Context: an optimization exercise on an open-source flow, tuned for small area. The choices shown serve that exercise and are no tape-out recipe. Only simulation tests tie the RTL to the original design; equivalence was not proved. No activity file was given, so power comes from the tool's default toggle rates.

// id_stage
module id_stage #(
  parameter int REGS  = 32,
  parameter int WIDTH = 32
) (
  input  logic             clk,
  input  logic             rst_n,
  input  logic [31:0]      InstrD,
  input  logic [WIDTH-1:0] PCPlus4D,
  input  logic             RegWriteW,
  input  logic [4:0]       WriteRegW,
  input  logic [WIDTH-1:0] ResultW,
  input  logic [WIDTH-1:0] ALUOutM,
  input  logic             ForwardAD,
  input  logic             ForwardBD,
  input  logic             FlushE,
  output logic [WIDTH-1:0] PCBranchD,
  output logic             PCSrcD,
  output logic [4:0]       RsD,
  output logic [4:0]       RtD,
  output logic             RegWriteE,
  output logic             MemtoRegE,
  output logic             MemWriteE,
  output logic             ALUSrcE,
  output logic             RegDstE,
  output logic [2:0]       ALUControlE,
  output logic [WIDTH-1:0] RD1E,
  output logic [WIDTH-1:0] RD2E,
  output logic [WIDTH-1:0] SignImmE,
  ...
For scale: roughly 3700 cells after synthesis, ~44000 sq um of cells after synthesis.
Settings: LEC_CHECK=0, CAP_MARGIN=20, CORE_MARGIN=2, CORE_UTILIZATION=55, CTS_BUF_LIST=sky130_fd_sc_hd__clkbuf_16, CTS_CLUSTER_DIAMETER=80, CTS_CLUSTER_SIZE=24, SETUP_SLACK_MARGIN=0.2, SLEW_MARGIN=20, SYNTH_HIERARCHICAL=1, SYNTH_MINIMUM_KEEP_SIZE=0, BUFFER_PORTS_ARGS=-buffer_cell sky130_fd_sc_hd__buf_1; clock period 9.0 ns.
standard.sh (not shown) runs the stock make flow with config.mk's settings and CLKGATE_MAP_FILE= SYNTH_SCRIPT=/design/flow/synth_recipe.tcl, a recipe that flattens the netlist after the stock synthesis.
==> flow/flow/run.sh <==
#!/bin/bash
# The standard layout, except that the port buffers are sky130_fd_sc_hd__buf_1 rather than
# the delay buffer buffer_ports picks on its own. Every port still gets its buffer.
set -euo pipefail
echo 'export BUFFER_PORTS_ARGS = -buffer_cell sky130_fd_sc_hd__buf_1' >> config.mk
bash standard.sh synth > synth.log 2>&1
bash standard.sh > layout.log 2>&1
Edit:
Settings changed: SETUP_SLACK_MARGIN 0.2 to 0.4.
The changed run went through all stages and came out clean.
Design area hardly moves.
Clock-buffer cell count rises by 1.
Die area does not change.
Global-route usage falls by 1.5 points.
Register-to-register slack improved by 0.21 ns.
Area after synthesis stays the same.
Critical path depth falls by 3.
Total power rises slightly.

---

Another version of the RTL of id_stage (not shown whole).
Size in the first run: roughly 3900 cells after synthesis, about 1100 flip-flops.
==> flow/config.mk <==
export PLATFORM = sky130hd
export DESIGN_NAME = id_stage
export DESIGN_NICKNAME = id_stage
export VERILOG_FILES = /design/flow/design.v
export SDC_FILE = /design/flow/constraint.sdc
export NUM_CORES = 4
export LEC_CHECK = 0
export CAP_MARGIN = 20
export CORE_MARGIN = 2
export CORE_UTILIZATION = 50
export CTS_BUF_LIST = sky130_fd_sc_hd__clkbuf_8
export SETUP_SLACK_MARGIN = 0.3
export SLEW_MARGIN = 20
export SYNTH_HIERARCHICAL = 1
export SYNTH_MINIMUM_KEEP_SIZE = 0
export BUFFER_PORTS_ARGS = -buffer_cell sky130_fd_sc_hd__buf_2
==> flow/constraint.sdc <==
create_clock -name core_clock -period 9.0 [get_ports {clk}]
set_input_delay 1.8000 -clock core_clock [delete_from_list [all_inputs] [get_ports {clk}]]
set_output_delay 1.8000 -clock core_clock [all_outputs]
set_load 0.01 [all_outputs]
==> flow/flow/run.sh <==
#!/bin/bash
# The standard layout, except that the port buffers are sky130_fd_sc_hd__buf_2 rather than
# the delay buffer buffer_ports picks on its own. Every port still gets its buffer.
set -euo pipefail
echo 'export BUFFER_PORTS_ARGS = -buffer_cell sky130_fd_sc_hd__buf_2' >> config.mk
bash standard.sh synth > synth.log 2>&1
bash standard.sh > layout.log 2>&1
The starting point produced a clean layout.
Change:
Settings changed: CORE_UTILIZATION 50 to 55, CTS_BUF_LIST sky130_fd_sc_hd__clkbuf_8 to sky130_fd_sc_hd__clkbuf_16, CTS_CLUSTER_DIAMETER from default to 80, CTS_CLUSTER_SIZE from default to 24, SETUP_SLACK_MARGIN 0.3 to 0.2.
Effect:
- The changed run finished with timing, DRC and antenna clean
- worst setup slack is worse by 76 ps
- via count decreases slightly
- power decreases by roughly a tenth

==> port drivers added, routing unchanged <==
How much do the figures lean on ideal ports? The routed layouts below were timed once more, with nothing changed but the port constraints.
Step 1, drivers: a clkbuf_16 drives clk and a buf_2 each remaining input, both assumed.
Step 2 moves the port delays by t, midway between the first and last clock arrival at a register: inputs arrive t later, outputs are due t later. That takes back most of the time a late clock gives input paths.
Slacks: no drivers / after step 1 / after step 2; pairs: no drivers / after step 1.
| run | t, ns | setup slack, ns | worst setup path at the end | worst register clock-pin slew, ns | cell pins on the clock port's net |
|---|---|---|---|---|---|
| the first run of note 1 | 0.750 | 0.100 / 0.077 / 0.077 | input to output | 0.10 / 0.10 | 1 |
| the second run of note 1 | 0.744 | 0.265 / 0.239 / 0.239 | input to output | 0.10 / 0.10 | 1 |
| the first run of note 2 | 0.964 | 0.308 / 0.288 / 0.288 | input to output | 0.07 / 0.07 | 1 |
| the second run of note 2 | 0.744 | 0.232 / 0.209 / 0.209 | input to output | 0.11 / 0.11 | 1 |
After both steps every run listed still meets setup and hold. The setup slack of the second run of note 1, which loses most, moves by -0.026 ns with the drivers and by -0.026 ns with both steps.
